What follows belongs to an exercise in optimizing a design on an open flow for small area, a short achievable clock period and few clock cycles; a production flow would make more cautious choices.
The RTL was checked by simulation tests, not by an equivalence proof against the original design.

==> 05-12: inputs <==
## cluster_cone_midpoint
module cluster_cone_midpoint #(
    parameter int COORD_WIDTH = 16
) (
    input  logic                                       clk,
    input  logic                                       rst_n,
    input  logic                                       cfg_wr_en,
    input  logic [ccm_pkg::CFG_IDX_W-1:0]              cfg_wr_index,
    input  logic [ccm_pkg::REG_W-1:0]                  cfg_wr_data,
    input  logic                                       s_tvalid,
    output logic                                       s_tready,
    input  logic [((3*COORD_WIDTH+7)/8)*8-1:0]         s_tdata,   
    input  logic                                       s_tuser,   
    input  logic                                       s_tlast,   
    output logic                                       m_tvalid,
    input  logic                                       m_tready,
    output logic [((3*COORD_WIDTH+7)/8)*8-1:0]         m_tdata    
);
export LEC_CHECK = 0
export ABC_AREA = 1
export CAP_MARGIN = 20
export CORE_MARGIN = 2
export CORE_UTILIZATION = 40
export CTS_CLUSTER_DIAMETER = 60
export CTS_CLUSTER_SIZE = 30
export SETUP_SLACK_MARGIN = 5
export SLEW_MARGIN = 20
create_clock -name core_clock -period 12.5 [get_ports {clk}]
run.sh (not shown) runs the stock make flow with config.mk's settings and CLKGATE_MAP_FILE= SYNTH_SCRIPT=/design/flow/synth_recipe.tcl, a recipe that flattens the netlist after the stock synthesis.
==> 03-26: changes against 05-12 <==
--- a/flow/design.v
+++ b/flow/design.v
@@ -1137,71 +1137,8 @@
     assign {t798, t797} = {1'b0, t736} + {1'b0, t737} + {1'b0, t287};
     logic t800, t799;
     assign {t800, t799} = {1'b0, t738} + {1'b0, t739} + {1'b0, 1'b1};
     wire [32:0] rs = {t800, t798, t796, t794, t792, t790, t788, t786, t784, t782, t780, t778, t776, t774, t772, t770, t768, t766, t764, t762, t760, t758, t756, t754, t752, t750, t748, t746, t744, t742, t741, t2, t1};
     wire [32:0] rc = {t740, t799, t797, t795, t793, t791, t789, t787, t785, t783, t781, t779, t777, t775, t773, t771, t769, t767, t765, t763, t761, t759, t757, t755, t753, t751, t749, t747, t745, t743, 1'b1, t146, t145};
-    wire [31:0] rg = rs[31:0] & rc[31:0];
-    wire [31:0] rp = rs[31:0] | rc[31:0];
-    wire cg1 = rg[1] | (rp[1] & rg[0]);
-    wire cp1 = rp[1] & rp[0];
-    wire cg2 = rg[3] | (rp[3] & rg[2]);
-    wire cp2 = rp[3] & rp[2];
-    wire cg3 = cg2 | (cp2 & cg1);
-    wire cp3 = cp2 & cp1;
-    wire cg4 = rg[5] | (rp[5] & rg[4]);
-    wire cp4 = rp[5] & rp[4];
-    wire cg5 = rg[7] | (rp[7] & rg[6]);
-    wire cp5 = rp[7] & rp[6];
-    wire cg6 = cg5 | (cp5 & cg4);
-    wire cp6 = cp5 & cp4;
-    wire cg7 = cg6 | (cp6 & cg3);
-    wire cp7 = cp6 & cp3;
-    wire cg8 = rg[9] | (rp[9] & rg[8]);
-    wire cp8 = rp[9] & rp[8];
-    wire cg9 = rg[11] | (rp[11] & rg[10]);
-    wire cp9 = rp[11] & rp[10];
-    wire cg10 = cg9 | (cp9 & cg8);
-    wire cp10 = cp9 & cp8;
-    wire cg11 = rg[13] | (rp[13] & rg[12]);
-    wire cp11 = rp[13] & rp[12];
-    wire cg12 = rg[15] | (rp[15] & rg[14]);
-    wire cp12 = rp[15] & rp[14];
-    wire cg13 = cg12 | (cp12 & cg11);
-    wire cp13 = cp12 & cp11;
-    wire cg14 = cg13 | (cp13 & cg10);
-    wire cp14 = cp13 & cp10;
-    wire cg15 = cg14 | (cp14 & cg7);
-    wire cp15 = cp14 & cp7;
-    wire cg16 = rg[17] | (rp[17] & rg[16]);
-    wire cp16 = rp[17] & rp[16];
-    wire cg17 = rg[19] | (rp[19] & rg[18]);
-    wire cp17 = rp[19] & rp[18];
-    wire cg18 = cg17 | (cp17 & cg16);
-    wire cp18 = cp17 & cp16;
-    wire cg19 = rg[21] | (rp[21] & rg[20]);
-    wire cp19 = rp[21] & rp[20];
-    wire cg20 = rg[23] | (rp[23] & rg[22]);
-    wire cp20 = rp[23] & rp[22];
-    wire cg21 = cg20 | (cp20 & cg19);
-    wire cp21 = cp20 & cp19;
-    wire cg22 = cg21 | (cp21 & cg18);
-    wire cp22 = cp21 & cp18;
-    wire cg23 = rg[25] | (rp[25] & rg[24]);
-    wire cp23 = rp[25] & rp[24];
-    wire cg24 = rg[27] | (rp[27] & rg[26]);
-    wire cp24 = rp[27] & rp[26];
-    wire cg25 = cg24 | (cp24 & cg23);
-    wire cp25 = cp24 & cp23;
-    wire cg26 = rg[29] | (rp[29] & rg[28]);
-    wire cp26 = rp[29] & rp[28];
-    wire cg27 = rg[31] | (rp[31] & rg[30]);
-    wire cp27 = rp[31] & rp[30];
-    wire cg28 = cg27 | (cp27 & cg26);
-    wire cp28 = cp27 & cp26;
-    wire cg29 = cg28 | (cp28 & cg25);
-    wire cp29 = cp28 & cp25;
-    wire cg30 = cg29 | (cp29 & cg22);
-    wire cp30 = cp29 & cp22;
-    wire cg31 = cg30 | (cp30 & cg15);
-    wire cp31 = cp30 & cp15;
-    assign gt = ~(rs[32] ^ rc[32] ^ cg31);
+    wire [32:0] rsum = rs + rc;
+    assign gt = ~rsum[32];
 endmodule
--- a/flow/config.mk
+++ b/flow/config.mk
@@ -7,9 +7,7 @@
 export LEC_CHECK = 0
 export ABC_AREA = 1
 export CAP_MARGIN = 20
 export CORE_MARGIN = 2
 export CORE_UTILIZATION = 40
-export CTS_CLUSTER_DIAMETER = 60
-export CTS_CLUSTER_SIZE = 30
 export SETUP_SLACK_MARGIN = 5
 export SLEW_MARGIN = 20
==> results.txt <==
- Between 05-12 and 03-26, the lower wire length is in 05-12 (gap 0.48%, measured against 03-26).
- In 03-26 the hold slack is better than in 05-12, by 0.00077 ns.
- In 03-26 the non-clock buffer count is higher than in 05-12, by 75.
- Against 05-12, the die area of 03-26 is larger by 0.43%.
- Between 03-26 and 05-12, the lower register-to-register slack is in 03-26 (gap 0.11 ns).
Testbench counts of 05-12, summed over its fixed seeds: cycles 17,830.
Testbench counts of 03-26, summed over its fixed seeds: cycles 17,830.

* * *

==> run a: inputs <==
RTL: one of the versions met above, not the one the previous note started from.
export LEC_CHECK = 0
export ABC_AREA = 1
export CAP_MARGIN = 20
export CORE_MARGIN = 2
export CORE_UTILIZATION = 40
export CTS_CLUSTER_DIAMETER = 100
export CTS_CLUSTER_SIZE = 30
export SETUP_SLACK_MARGIN = 5
export SLEW_MARGIN = 20
create_clock -name core_clock -period 12.5 [get_ports {clk}]
==> inputs of run b, as changes to run a <==
--- a/flow/design.v
+++ b/flow/design.v
@@ -52,59 +52,16 @@
     logic signed [W-1:0]  frame_low_reg;
     logic                 out_valid_reg;
     logic process;
     logic signed [W:0] mid_x_sum, mid_y_sum;
     assign process   = in_valid_reg && (!out_valid_reg || m_tready);
     assign s_tready  = !in_valid_reg || !out_valid_reg || m_tready;
-    logic [AW-1:0] mid_x_full, mid_y_full;
-    assign mid_x_full = add_bk(sx(best0_x_reg), sx(best1_x_reg), 1'b0);
-    assign mid_y_full = add_bk(sx(best0_y_reg), sx(best1_y_reg), 1'b0);
-    assign mid_x_sum  = mid_x_full[W:0];
-    assign mid_y_sum  = mid_y_full[W:0];
+    assign mid_x_sum = (W+1)'(best0_x_reg) + (W+1)'(best1_x_reg);
+    assign mid_y_sum = (W+1)'(best0_y_reg) + (W+1)'(best1_y_reg);
     assign m_tvalid  = out_valid_reg;
     assign m_tdata   = DATA_W'({frame_low_reg, mid_y_sum[W:1], mid_x_sum[W:1]});
-    localparam int AW = W + 2;
-    function automatic logic [AW-1:0] add_bk(input logic [AW-1:0] a, input logic [AW-1:0] b,
-                                             input logic cin);
-        logic [AW-1:0] p, g, gg, pp, s;
-        p = a ^ b;
-        g = a & b;
-        g[0] = g[0] | (p[0] & cin);
-        gg = g;
-        pp = p;
-        for (int d = 1; d < AW; d = d * 2)
-            for (int i = 2 * d - 1; i < AW; i = i + 2 * d)
-            begin
-                gg[i] = gg[i] | (pp[i] & gg[i - d]);
-                pp[i] = pp[i] & pp[i - d];
-            end
-        for (int d = 16; d >= 1; d = d / 2)
-            for (int i = 3 * d - 1; i < AW; i = i + 2 * d)
-            begin
-                gg[i] = gg[i] | (pp[i] & gg[i - d]);
-                pp[i] = pp[i] & pp[i - d];
-            end
-        s[0] = p[0] ^ cin;
-        for (int i = 1; i < AW; i++)
-            s[i] = p[i] ^ gg[i - 1];
-        add_bk = s;
-    endfunction
-    function automatic logic [AW-1:0] sx(input logic [W-1:0] v);
-        sx = {{(AW-W){v[W-1]}}, v};
-    endfunction
-    function automatic logic [W-1:0] neg_ripple(input logic [W-1:0] v);
-        logic [W-1:0] s;
-        logic c;
-        c = 1'b1;
-        for (int i = 0; i < W; i++)
-        begin
-            s[i] = !v[i] ^ c;
-            c    = !v[i] & c;
-        end
-        neg_ripple = s;
-    endfunction
     function automatic logic [1:0] bclass(input logic signed [W-1:0] x,
                                           input logic signed [W-1:0] y);
         logic [1:0] c;
         if (y[W-1])
             c = BC_LOW;
         else if ((y == '0) && !x[W-1])
@@ -159,15 +116,14 @@
     always_comb
     begin
         logic signed [W-1:0]  e_frame_low;
         logic [1:0]           ca, c0, c1;
         logic                 above0, above1;
         logic signed [W:0]    h, wx, wy;
-        logic [AW-1:0]        h_full, wx_full, wy_full;
         seed_pos = W'(box_seed_reg);
-        seed_neg = neg_ripple(seed_pos);
+        seed_neg = -seed_pos;
         load_seed = process ? in_last_reg : !cluster_open_reg;
         box_min_x_next = lt_s((W+1)'(in_x_reg), (W+1)'(box_min_x_reg)) ? in_x_reg : box_min_x_reg;
         box_max_x_next = lt_s((W+1)'(box_max_x_reg), (W+1)'(in_x_reg)) ? in_x_reg : box_max_x_reg;
         box_min_y_next = lt_s((W+1)'(in_y_reg), (W+1)'(box_min_y_reg)) ? in_y_reg : box_min_y_reg;
         box_max_y_next = lt_s((W+1)'(box_max_y_reg), (W+1)'(in_y_reg)) ? in_y_reg : box_max_y_reg;
         box_min_z_next = lt_s((W+1)'(in_z_reg), (W+1)'(box_min_z_reg)) ? in_z_reg : box_min_z_reg;
@@ -177,33 +133,25 @@
         c1 = bclass(best1_x_reg, best1_y_reg);
         above0 = (ca != c0) ? (ca > c0) : ((ca != BC_MID) && gt0);
         above1 = (ca != c1) ? (ca > c1) : ((ca != BC_MID) && gt1);
         take0    = process && (!cluster_open_reg || above0);
         take1_b0 = process && cluster_open_reg && above0;
         take1_a  = process && (!cluster_open_reg || (!above0 && (!best1_valid_reg || above1)));
-        h_full  = add_bk(sx(box_max_z_next), ~sx(box_min_z_next), 1'b1);
-        wx_full = add_bk(sx(box_max_x_next), ~sx(box_min_x_next), 1'b1);
-        wy_full = add_bk(sx(box_max_y_next), ~sx(box_min_y_next), 1'b1);
-        h  = h_full[W:0];
-        wx = wx_full[W:0];
-        wy = wy_full[W:0];
+        h  = (W+1)'(box_max_z_next) - (W+1)'(box_min_z_next);
+        wx = (W+1)'(box_max_x_next) - (W+1)'(box_min_x_next);
+        wy = (W+1)'(box_max_y_next) - (W+1)'(box_min_y_next);
         qualify = in_last_reg
                && lt_s((W+1)'({1'b0, min_height_reg}), h)
                && lt_s(h, (W+1)'({1'b0, max_height_reg}))
                && lt_s(wx, (W+1)'({1'b0, max_width_x_reg}))
                && lt_s(wy, (W+1)'({1'b0, max_width_y_reg}));
         e_frame_low    = in_first_reg ? '0 : frame_low_reg;
         frame_low_next = e_frame_low;
         if (qualify && lt_s((W+1)'(box_min_z_next), (W+1)'(e_frame_low)))
             frame_low_next = box_min_z_next;
     end
-    logic [AW-1:0] s_x2, s_y2, s_x3, s_y3;
-    assign s_x2 = {s_tdata[W-1], s_tdata[W-1:0], 1'b0};
-    assign s_y2 = {s_tdata[2*W-1], s_tdata[2*W-1:W], 1'b0};
-    assign s_x3 = add_bk(sx(s_tdata[W-1:0]), s_x2, 1'b0);
-    assign s_y3 = add_bk(sx(s_tdata[2*W-1:W]), s_y2, 1'b0);
     always_ff @(posedge clk or negedge rst_n)
     begin
         if (!rst_n)
             in_valid_reg <= 1'b0;
         else if (s_tready)
             in_valid_reg <= s_tvalid;
@@ -214,14 +162,14 @@
         begin
             in_x_reg     <= s_tdata[W-1:0];
             in_y_reg     <= s_tdata[2*W-1:W];
             in_z_reg     <= s_tdata[3*W-1:2*W];
             in_first_reg <= s_tuser;
             in_last_reg  <= s_tlast;
-            in_x3_reg    <= s_x3;
-            in_y3_reg    <= s_y3;
+            in_x3_reg    <= (W+2)'(signed'(s_tdata[W-1:0])) * 3;
+            in_y3_reg    <= (W+2)'(signed'(s_tdata[2*W-1:W])) * 3;
         end
     end
     always_ff @(posedge clk or negedge rst_n)
     begin
         if (!rst_n)
         begin
==> flow/config.mk (replaced) <==
export PLATFORM = sky130hd
export DESIGN_NAME = cluster_cone_midpoint
export DESIGN_NICKNAME = cluster_cone_midpoint
export VERILOG_FILES = /design/flow/design.v
export SDC_FILE = /design/flow/constraint.sdc
export NUM_CORES = 4
export LEC_CHECK = 0
export ABC_AREA = 1
export CAP_MARGIN = 20
export CORE_MARGIN = 2
export CORE_UTILIZATION = 55
export SETUP_SLACK_MARGIN = 3
export SLEW_MARGIN = 20
==> qor summary <==
                                                                                   run b                    run a
Result of the run                                                complete, no violations  complete, no violations
Detailed route wirelength on metal2                                            74,000 um                76,900 um
Post-layout instance area                                                    0.0452 mm^2              0.0456 mm^2
Multi-input logic portion of the cell area                                         61.4%                    59.5%
Routability-driven placement congestion ratio                                       1.12                     1.02
Met1 WL                                                                        65,400 um                61,900 um
Avg Cell Area, Syn                                                             8.23 um^2                8.56 um^2
Clock-cell share                                                                   3.04%                    1.69%
Number of enable-type register cells in the synthesized netlist                      242                      240
Layout Area Growth over Synthesis                                                  9.01%                    13.7%
Std-Cell Rows                                                                        100                      116
Testbench counts of run a, summed over its fixed seeds: cycles 17,830.
Testbench counts of run b, summed over its fixed seeds: cycles 17,830.

[port drivers added, routing unchanged]
Ports are ideal in the flow. The routed layouts listed here were re-timed in OpenROAD. Step 1, drivers: a clkbuf_16 drives clk and a buf_2 each remaining input, both assumed. Step 2 moves the port delays by t, midway between the first and last clock arrival at a register: inputs arrive t later, outputs are due t later. That takes back most of the time a late clock gives input paths. Slacks: ideal ports / drivers / drivers and shift; pairs: ideal ports / drivers.
run | t, ns | slack for setup (ns) | worst register clock-pin slew, ns | worst data-port slew with drivers (ns) | cell pins on the clock port's net
05-12 | 0.667 | 5.192 / 5.192 / 5.192 | 0.10 / 0.10 | 0.05 | 1
03-26 | 0.671 | 5.083 / 5.083 / 4.967 | 0.07 / 0.07 | 0.10 | 1
run a | 0.648 | 5.218 / 5.184 / 5.047 | 0.12 / 0.12 | 0.10 | 1
run b | 0.689 | 3.815 / 3.815 / 3.815 | 0.08 / 0.08 | 0.09 | 1
After both steps every run listed still meets setup and hold. For run a, which loses most, drivers alone change the setup slack by -0.034 ns; drivers and shift together by -0.171 ns.
